Context: an optimization exercise on an open-source flow, tuned for small area, a short achievable clock period and few clock cycles per item. The choices shown serve that exercise and are no tape-out recipe.
Function was checked by simulation only, so behaviour that the tests miss may differ from the original.
Power and IR drop assume default switching activity. No driver is modelled on the clock port, so clocking that relies on it looks cheaper here than on a real chip.

## sprite_compositor_n
module sprite_compositor_n #(
  parameter int N_SPRITES = 8,
  parameter int SPR_SIZE  = 16,
  parameter int COORD_W   = 10,
  parameter int PAL_DEPTH = 16,
  parameter int COLOR_W   = 8,
  parameter int SLOT_W    = (N_SPRITES > 1) ? $clog2(N_SPRITES) : 1,
  parameter int SEL_WP    = $clog2(SPR_SIZE + 1),
  parameter int PAL_WP    = (PAL_DEPTH > 1) ? $clog2(PAL_DEPTH) : 1,
  parameter int DATA_W    = ((2 * COORD_W + PAL_WP + 2) > SPR_SIZE) ? (2 * COORD_W + PAL_WP + 2) : SPR_SIZE
) (
  input  logic                 clk_25,
  input  logic                 n_reset,
  input  logic                 wr_en,
  input  logic [SLOT_W-1:0]    wr_slot,
  input  logic [SEL_WP-1:0]    wr_sel,
  input  logic [DATA_W-1:0]    wr_data,
  input  logic                 att_color,
  input  logic [PAL_WP-1:0]    pal_addr,
  input  logic [3*COLOR_W-1:0] data_color,
  input  logic                 coll_clr,
  input  logic                 pix_valid,
  input  logic [COORD_W-1:0]   row,
  input  logic [COORD_W-1:0]   column,
  input  logic [COLOR_W-1:0]   FIFO_Red,
  input  logic [COLOR_W-1:0]   FIFO_Green,
  input  logic [COLOR_W-1:0]   FIFO_Blue,
  output logic [COLOR_W-1:0]   VGA_R,
  output logic [COLOR_W-1:0]   VGA_G,
  output logic [COLOR_W-1:0]   VGA_B,
  output logic                 out_valid,
  output logic [N_SPRITES-1:0] collision
);
  localparam int N     = N_SPRITES;
  localparam int PAL_W = PAL_WP;
  localparam int RGB_W = 3 * COLOR_W;
  logic [N-1:0][15:0][15:0] bmp_q;      
  logic [N-1:0][15:0]       rv_q;       
  logic [N-1:0][9:0]        x_q, y_q;   
  logic [N-1:0][PAL_W-1:0]  pi_q;
  logic [N-1:0]             md_q;
  ...
Size in the first run: roughly 5600 cells after synthesis, ~3200 flip-flops, about 150 I/O pins, ~120000 um2 of cells after synthesis.
Settings: LEC_CHECK=0, CAP_MARGIN=20, CORE_MARGIN=2, CORE_UTILIZATION=40, SETUP_SLACK_MARGIN=2.6, SLEW_MARGIN=20; clock period 4.5 ns.
run.sh (not shown) runs the stock make flow with config.mk's settings and CLKGATE_MAP_FILE= SYNTH_SCRIPT=/design/flow/synth_recipe.tcl, a recipe that flattens the netlist after the stock synthesis.
Testbench counts at the start, summed over its fixed seeds: cycles 33,536, pixels 32,768.
Edit:
CORE_UTILIZATION = 60   (was 40)
What happened: First-iteration DRC count increases slightly. Final cell count came out lower by roughly a tenth. Design area fell slightly. Die area drops by a quarter to a third.
Edit:
CORE_UTILIZATION = 40   (was 60)
SETUP_SLACK_MARGIN = 2.3   (was 2.6)
The new run completed with no timing, DRC or antenna violations.
Fmax climbs by a few percent.
Cell area fell by a few percent.
Non-clock buffer count fell by 209.
Die area goes up by well over a third.
Sequential share of layout area is higher by 1.3 points.
Cell count increases by roughly a tenth.
First-iteration DRC count is lower by about a fifth.
Global-route usage shrinks by 10 points.
Setup slack improved by 0.061 ns.


Setup of quartz:
Another version of the RTL of sprite_compositor_n (not shown whole).
For scale: ~5,200 cells after synthesis, roughly 3,100 flip-flops, about 150 I/O pins.
## sprite_compositor_n
module sprite_compositor_n #(
  parameter int N_SPRITES = 8,
  parameter int SPR_SIZE  = 16,
  parameter int COORD_W   = 10,
  parameter int PAL_DEPTH = 16,
  parameter int COLOR_W   = 8,
  parameter int SLOT_W    = (N_SPRITES > 1) ? $clog2(N_SPRITES) : 1,
  parameter int SEL_WP    = $clog2(SPR_SIZE + 1),
  parameter int PAL_WP    = (PAL_DEPTH > 1) ? $clog2(PAL_DEPTH) : 1,
  parameter int DATA_W    = ((2 * COORD_W + PAL_WP + 2) > SPR_SIZE) ? (2 * COORD_W + PAL_WP + 2) : SPR_SIZE
) (
  input  logic                 clk_25,
  input  logic                 n_reset,
  input  logic                 wr_en,
  input  logic [SLOT_W-1:0]    wr_slot,
  input  logic [SEL_WP-1:0]    wr_sel,
  input  logic [DATA_W-1:0]    wr_data,
  input  logic                 att_color,
  input  logic [PAL_WP-1:0]    pal_addr,
  input  logic [3*COLOR_W-1:0] data_color,
  input  logic                 coll_clr,
  input  logic                 pix_valid,
  input  logic [COORD_W-1:0]   row,
  input  logic [COORD_W-1:0]   column,
  input  logic [COLOR_W-1:0]   FIFO_Red,
  input  logic [COLOR_W-1:0]   FIFO_Green,
  input  logic [COLOR_W-1:0]   FIFO_Blue,
  output logic [COLOR_W-1:0]   VGA_R,
  output logic [COLOR_W-1:0]   VGA_G,
  output logic [COLOR_W-1:0]   VGA_B,
  output logic                 out_valid,
  output logic [N_SPRITES-1:0] collision
);
==> flow/config.mk <==
export PLATFORM = sky130hd
export DESIGN_NAME = sprite_compositor_n
export DESIGN_NICKNAME = sprite_compositor_n
export VERILOG_FILES = /design/flow/design.v
export SDC_FILE = /design/flow/constraint.sdc
export NUM_CORES = 4
export LEC_CHECK = 0
export CAP_MARGIN = 20
export CORE_MARGIN = 2
export CORE_UTILIZATION = 40
export SETUP_SLACK_MARGIN = 2.7
export SLEW_MARGIN = 20
==> flow/constraint.sdc <==
create_clock -name core_clock -period 4.5 [get_ports {clk_25}]
set_input_delay 0.9000 -clock core_clock [delete_from_list [all_inputs] [get_ports {clk_25}]]
set_output_delay 0.9000 -clock core_clock [all_outputs]
set_load 0.01 [all_outputs]
standard.sh (not shown) runs the stock make flow with config.mk's settings and CLKGATE_MAP_FILE= SYNTH_SCRIPT=/design/flow/synth_recipe.tcl, a recipe that flattens the netlist after the stock synthesis.
==> flow/flow/run.sh <==
#!/bin/bash
# Standard layout with two changes: clock tree synthesis adds no dummy balancing
# loads and clusters sinks into larger groups, and the port buffers are plain
# buf_4 cells (which the resizer can size up) instead of delay buffers.
set -e
cp standard.sh standard_copy.log
export CTS_ARGS="-sink_clustering_enable -repair_clock_nets -dont_use_dummy_load -sink_clustering_size 30 -sink_clustering_max_diameter 100"
export BUFFER_PORTS_ARGS="-buffer_cell sky130_fd_sc_hd__buf_4"
bash standard.sh > standard.log 2>&1
quartz: flow completed, timing, DRC and antenna clean
Testbench counts of quartz, summed over its fixed seeds: cycles 33,536, pixels 32,768.
Edits applied to the flow inputs when going from quartz to pepper:
Settings: SETUP_SLACK_MARGIN now 2.6, was 2.7.
--- a/flow/flow/run.sh
+++ b/flow/flow/run.sh
@@ -6,3 +6,3 @@
 cp standard.sh standard_copy.log
-export CTS_ARGS="-sink_clustering_enable -repair_clock_nets -dont_use_dummy_load -sink_clustering_size 30 -sink_clustering_max_diameter 100"
+export CTS_ARGS="-sink_clustering_enable -repair_clock_nets -dont_use_dummy_load -sink_clustering_size 25 -sink_clustering_max_diameter 120"
 export BUFFER_PORTS_ARGS="-buffer_cell sky130_fd_sc_hd__buf_4"
Notes after the runs:
pepper: done, clean on timing, DRC and antenna
Looking at fmax across both flows, pepper is the stronger of the two, with quartz trailing.
Diff quartz -> pepper: portion of the clock cycle consumed by the worst path in the final layout saw a decrease; sequential share of layout area saw an increase; relative max-transition margin saw an increase.
Of pepper and quartz, it is pepper that has the higher clock network fraction of design power.
Summary of the comparison: arrival time of data at the critical path endpoint is lower in pepper, relative to quartz.
Going from quartz to pepper, path depth of the worst reg2reg path fell by 1; maximum root-to-sink buffer count rose by 1; finished layout cell area fell by 1.7%.
Edits applied to the flow inputs when going from pepper to ember:
--- a/flow/flow/run.sh
+++ b/flow/flow/run.sh
@@ -6,3 +6,3 @@
 cp standard.sh standard_copy.log
-export CTS_ARGS="-sink_clustering_enable -repair_clock_nets -dont_use_dummy_load -sink_clustering_size 25 -sink_clustering_max_diameter 120"
+export CTS_ARGS="-sink_clustering_enable -repair_clock_nets -dont_use_dummy_load -sink_clustering_size 30 -sink_clustering_max_diameter 100"
 export BUFFER_PORTS_ARGS="-buffer_cell sky130_fd_sc_hd__buf_4"
==> run summary <==
According to the power report, total power for ember is lower than for pepper. On number of setup buffers added after CTS, the lower figure sits with pepper, not ember. Final worst slack (higher): ember. Length of routed wiring on met1 came out higher on ember than on pepper.
## Diff of input files: onyx against ember
Settings: SETUP_SLACK_MARGIN: 2.6 -> 2.5.
--- a/flow/flow/run.sh
+++ b/flow/flow/run.sh
@@ -6,3 +6,3 @@
 cp standard.sh standard_copy.log
-export CTS_ARGS="-sink_clustering_enable -repair_clock_nets -dont_use_dummy_load -sink_clustering_size 30 -sink_clustering_max_diameter 100"
+export CTS_ARGS="-sink_clustering_enable -repair_clock_nets -dont_use_dummy_load -sink_clustering_size 25 -sink_clustering_max_diameter 120"
 export BUFFER_PORTS_ARGS="-buffer_cell sky130_fd_sc_hd__buf_4"
- onyx reached the end of the flow, and the finished layout is clean on the timing, design-rule and antenna checks.
- | proportion of cell area occupied by multi-input gates | onyx vs ember | ≈ equal |
- onyx vs. ember: actual slew at the worst max-slew pin saw an increase, number of fillers in the final layout saw an increase, total power saw an increase, proportion of cell area spent on the clock network saw an increase, detailed-route wire length saw a decrease.
- Number of buffers outside the clock class in the layout sits lower in onyx than in ember.
- Compared with ember, in onyx via count fell by 743, routed length on met3 rose by 1.5 mm, final design area excluding fillers fell by 1.4%, final clock period utilization by the worst path rose by 4.7 points.
The inputs of lagoon differ from those of onyx as listed below.
Settings: SETUP_SLACK_MARGIN: 2.5 -> 2.6.
--- a/flow/flow/run.sh
+++ b/flow/flow/run.sh
@@ -6,3 +6,3 @@
 cp standard.sh standard_copy.log
-export CTS_ARGS="-sink_clustering_enable -repair_clock_nets -dont_use_dummy_load -sink_clustering_size 25 -sink_clustering_max_diameter 120"
+export CTS_ARGS="-sink_clustering_enable -repair_clock_nets -dont_use_dummy_load -sink_clustering_size 28 -sink_clustering_max_diameter 110"
 export BUFFER_PORTS_ARGS="-buffer_cell sky130_fd_sc_hd__buf_4"
[summary]
Having completed the whole flow, lagoon delivered a layout that passed the timing, design-rule and antenna checks. lagoon ends up with a area added between synthesis and finish that is 1.4 points higher than in onyx. Looking at met2 wire length, lagoon sits about 0.55% below onyx. Compared with onyx, in lagoon number of levels in the clock H-tree down 1, number of placed instances, taps included stayed essentially flat. Per the comparison of lagoon with onyx, maximum frequency now sits higher; overall power consumption lower.


Another version of the RTL of sprite_compositor_n (not shown whole).
Size: roughly 5800 cells after synthesis, ~150 I/O pins, about 120000 sq um of cells after synthesis.
make LEC_CHECK=0 CAP_MARGIN=20 CORE_MARGIN=2 CORE_UTILIZATION=40 CTS_BUF_LIST='sky130_fd_sc_hd__clkbuf_4 sky130_fd_sc_hd__clkbuf_8 sky130_fd_sc_hd__clkbuf_16' SETUP_SLACK_MARGIN=2.3 SLEW_MARGIN=20 finish   # period 4.5 ns
run.sh (not shown) runs the stock make flow with config.mk's settings and CLKGATE_MAP_FILE= SYNTH_SCRIPT=/design/flow/synth_recipe.tcl, a recipe that flattens the netlist after the stock synthesis.
Stock flow here: none of the scripts above is used.
The first run went through all stages and came out clean.
Testbench counts at the start, summed over its fixed seeds: cycles 33,408, pixels 32,768.
Then changed:
--- a/flow/config.mk
+++ b/flow/config.mk
@@ -11,3 +11,3 @@
 export CTS_BUF_LIST = sky130_fd_sc_hd__clkbuf_4 sky130_fd_sc_hd__clkbuf_8 sky130_fd_sc_hd__clkbuf_16
-export SETUP_SLACK_MARGIN = 2.3
+export SETUP_SLACK_MARGIN = 2.6
 export SLEW_MARGIN = 20
What happened:
- The changed run completed without violations
- worst setup slack gains 0.087 ns
- non-clock buffer count rises by 61
- cell area rises by 0.63%
- synthesized cell count is unchanged
- core utilization goes up by 0.31 points
- final cell count came out higher by about 0.6%
- first-iteration DRC count goes down by 3.0%
- fmax goes up by about 3.2%
- sequential share of layout area falls by 0.35 points
- critical path depth drops by 3


sprite_compositor_n, a different RTL version from the one above (not shown whole).
For scale: roughly 3100 flip-flops, ~150 I/O pins, roughly 110000 µm² of cells after synthesis.
==> flow/design.v (excerpt) <==
module sprite_compositor_n #(
  parameter int N_SPRITES = 8,
  parameter int SPR_SIZE  = 16,
  parameter int COORD_W   = 10,
  parameter int PAL_DEPTH = 16,
  parameter int COLOR_W   = 8,
  parameter int SLOT_W    = (N_SPRITES > 1) ? $clog2(N_SPRITES) : 1,
  parameter int SEL_WP    = $clog2(SPR_SIZE + 1),
  parameter int PAL_WP    = (PAL_DEPTH > 1) ? $clog2(PAL_DEPTH) : 1,
  parameter int DATA_W    = ((2 * COORD_W + PAL_WP + 2) > SPR_SIZE) ? (2 * COORD_W + PAL_WP + 2) : SPR_SIZE
) (
  input  logic                 clk_25,
  input  logic                 n_reset,
  input  logic                 wr_en,
  input  logic [SLOT_W-1:0]    wr_slot,
  input  logic [SEL_WP-1:0]    wr_sel,
  input  logic [DATA_W-1:0]    wr_data,
  input  logic                 att_color,
  input  logic [PAL_WP-1:0]    pal_addr,
  input  logic [3*COLOR_W-1:0] data_color,
  input  logic                 coll_clr,
  input  logic                 pix_valid,
  input  logic [COORD_W-1:0]   row,
  input  logic [COORD_W-1:0]   column,
  input  logic [COLOR_W-1:0]   FIFO_Red,
  input  logic [COLOR_W-1:0]   FIFO_Green,
  input  logic [COLOR_W-1:0]   FIFO_Blue,
  output logic [COLOR_W-1:0]   VGA_R,
  output logic [COLOR_W-1:0]   VGA_G,
  output logic [COLOR_W-1:0]   VGA_B,
  output logic                 out_valid,
  output logic [N_SPRITES-1:0] collision
);
Settings: LEC_CHECK=0, CAP_MARGIN=20, CORE_MARGIN=2, CORE_UTILIZATION=40, SETUP_SLACK_MARGIN=2.3, SLEW_MARGIN=20; clock period 4.5 ns.
standard.sh (not shown) runs the stock make flow with config.mk's settings and CLKGATE_MAP_FILE= SYNTH_SCRIPT=/design/flow/synth_recipe.tcl, a recipe that flattens the netlist after the stock synthesis.
==> flow/flow/run.sh <==
#!/bin/bash
# Standard layout, with clock tree synthesis told not to add dummy balancing loads
# and to cluster sinks into larger groups (fewer leaf buffers).
set -e
cp standard.sh standard_copy.log
export CTS_ARGS="-sink_clustering_enable -repair_clock_nets -dont_use_dummy_load -sink_clustering_size 25 -sink_clustering_max_diameter 60"
bash standard.sh > standard.log 2>&1
The first run ran to the end with no violations.
Testbench counts at the start, summed over its fixed seeds: cycles 33,536, pixels 32,768.
==> next run, changes <==
==> flow/flow/run.sh (replaced) <==
#!/bin/bash
# Standard layout, with clock tree synthesis told not to add dummy balancing loads
# and to cluster sinks into larger groups (fewer leaf buffers).
set -e
cp standard.sh standard_copy.log
export CTS_ARGS="-sink_clustering_enable -repair_clock_nets -dont_use_dummy_load -sink_clustering_size 25 -sink_clustering_max_diameter 120"
bash standard.sh > standard.log 2>&1
--- a/flow/config.mk
+++ b/flow/config.mk
@@ -6,7 +6,8 @@
 export NUM_CORES = 4
 export LEC_CHECK = 0
+export ABC_AREA = 1
 export CAP_MARGIN = 20
 export CORE_MARGIN = 2
 export CORE_UTILIZATION = 40
-export SETUP_SLACK_MARGIN = 2.3
+export SETUP_SLACK_MARGIN = 2.4
 export SLEW_MARGIN = 20
Result: Die area grows by a few percent; routed wire length grows by about a fifth; clock skew shrinks by 0.047 ns; register-to-register slack gets better by 0.08 ns; core utilization shrinks by 0.78 points; sequential cell count does not change; cell count grows by well over a third; total power shrinks by a few percent; worst hold slack gets better by 0.036 ns.
==> next run, changes <==
==> flow/flow/run.sh (replaced) <==
#!/bin/bash
# Standard layout, with clock tree synthesis told not to add dummy balancing loads
# and to cluster sinks into larger groups (fewer leaf buffers).
set -e
cp standard.sh standard_copy.log
export CTS_ARGS="-sink_clustering_enable -repair_clock_nets -dont_use_dummy_load -sink_clustering_size 25 -sink_clustering_max_diameter 60"
bash standard.sh > standard.log 2>&1
--- a/flow/config.mk
+++ b/flow/config.mk
@@ -6,5 +6,4 @@
 export NUM_CORES = 4
 export LEC_CHECK = 0
-export ABC_AREA = 1
 export CAP_MARGIN = 20
 export CORE_MARGIN = 2
Outcome: The new run ran to the end with no violations; synthesized cell count is lower by 44%; synthesized area shrinks by 3.4%; utilization rises by 1.3 points; flip-flop and latch count stays the same; total power grows by 3.8%; final cell count went down by 29%; non-clock buffer count fell by 8; sequential power hardly moves.
==> next run, changes <==
==> flow/flow/run.sh (replaced) <==
#!/bin/bash
# Standard layout with two changes: clock tree synthesis adds no dummy balancing
# loads and clusters sinks into larger groups, and the port buffers are plain
# buf_4 cells (which the resizer can size up) instead of delay buffers.
set -e
cp standard.sh standard_copy.log
export CTS_ARGS="-sink_clustering_enable -repair_clock_nets -dont_use_dummy_load -sink_clustering_size 25 -sink_clustering_max_diameter 120"
export BUFFER_PORTS_ARGS="-buffer_cell sky130_fd_sc_hd__buf_4"
bash standard.sh > standard.log 2>&1
- global-route usage is lower by 0.41 points
- area after synthesis is unchanged
- power is lower by 4.1%

-- re-timing with driven ports --
The results above use ideal ports. As a check the final layouts listed here were re-extracted and re-timed, cells and wires unchanged. Step 1: set_driving_cell puts a clkbuf_16 on clk_25 and a buf_2 on each other input, an assumption about the parent block. Step 2 times the ports against the registers' clock, not the clock port: input delays grow and output delays shrink by t, the midpoint of the rising clock arrivals with the driver on. Slacks: ideal / step 1 / step 2; pairs: ideal / step 1.
| run | t, ns | setup WS [ns] | worst setup path at the end | slew at the worst register clock pin (ns) | worst slew at a driven data input, ns |
|---|---|---|---|---|---|
| the first run of note 1 | 0.953 | 2.276 / 2.173 / 1.564 | input to register | 0.07 / 0.07 | 0.26 |
| the second run of note 1 | 1.014 | 2.170 / 2.074 / 1.569 | input to register | 0.07 / 0.07 | 0.12 |
| the third run of note 1 | 0.950 | 2.231 / 2.172 / 1.348 | input to register | 0.07 / 0.07 | 0.22 |
| quartz | 0.871 | 2.228 / 2.132 / 1.771 | input to register | 0.12 / 0.12 | 0.26 |
| pepper | 0.922 | 2.304 / 2.209 / 1.594 | input to register | 0.10 / 0.10 | 0.25 |
| ember | 0.871 | 2.346 / 2.252 / 1.683 | input to register | 0.12 / 0.12 | 0.23 |
| onyx | 0.920 | 2.136 / 2.038 / 1.513 | input to register | 0.11 / 0.11 | 0.23 |
| lagoon | 0.866 | 2.316 / 2.223 / 1.602 | input to register | 0.12 / 0.12 | 0.22 |
| the first run of note 3 | 0.958 | 1.736 / 1.755 / 0.844 | input to register | 0.07 / 0.07 | 0.22 |
| the second run of note 3 | 0.984 | 1.823 / 1.823 / 0.933 | input to register | 0.07 / 0.07 | 0.21 |
| the first run of note 4 | 0.959 | 2.271 / 2.173 / 1.309 | input to register | 0.10 / 0.10 | 0.23 |
| the second run of note 4 | 0.942 | 2.239 / 2.137 / 1.400 | input to register | 0.11 / 0.11 | 0.26 |
| the third run of note 4 | 0.934 | 2.261 / 2.162 / 1.393 | input to register | 0.10 / 0.10 | 0.27 |
| the fourth run of note 4 | 0.921 | 2.248 / 2.172 / 1.369 | input to register | 0.11 / 0.11 | 0.27 |
After both steps setup and hold are still met in every run listed. The setup slack of the first run of note 4, which loses most, moves by -0.098 ns with the drivers and by -0.962 ns with both steps.
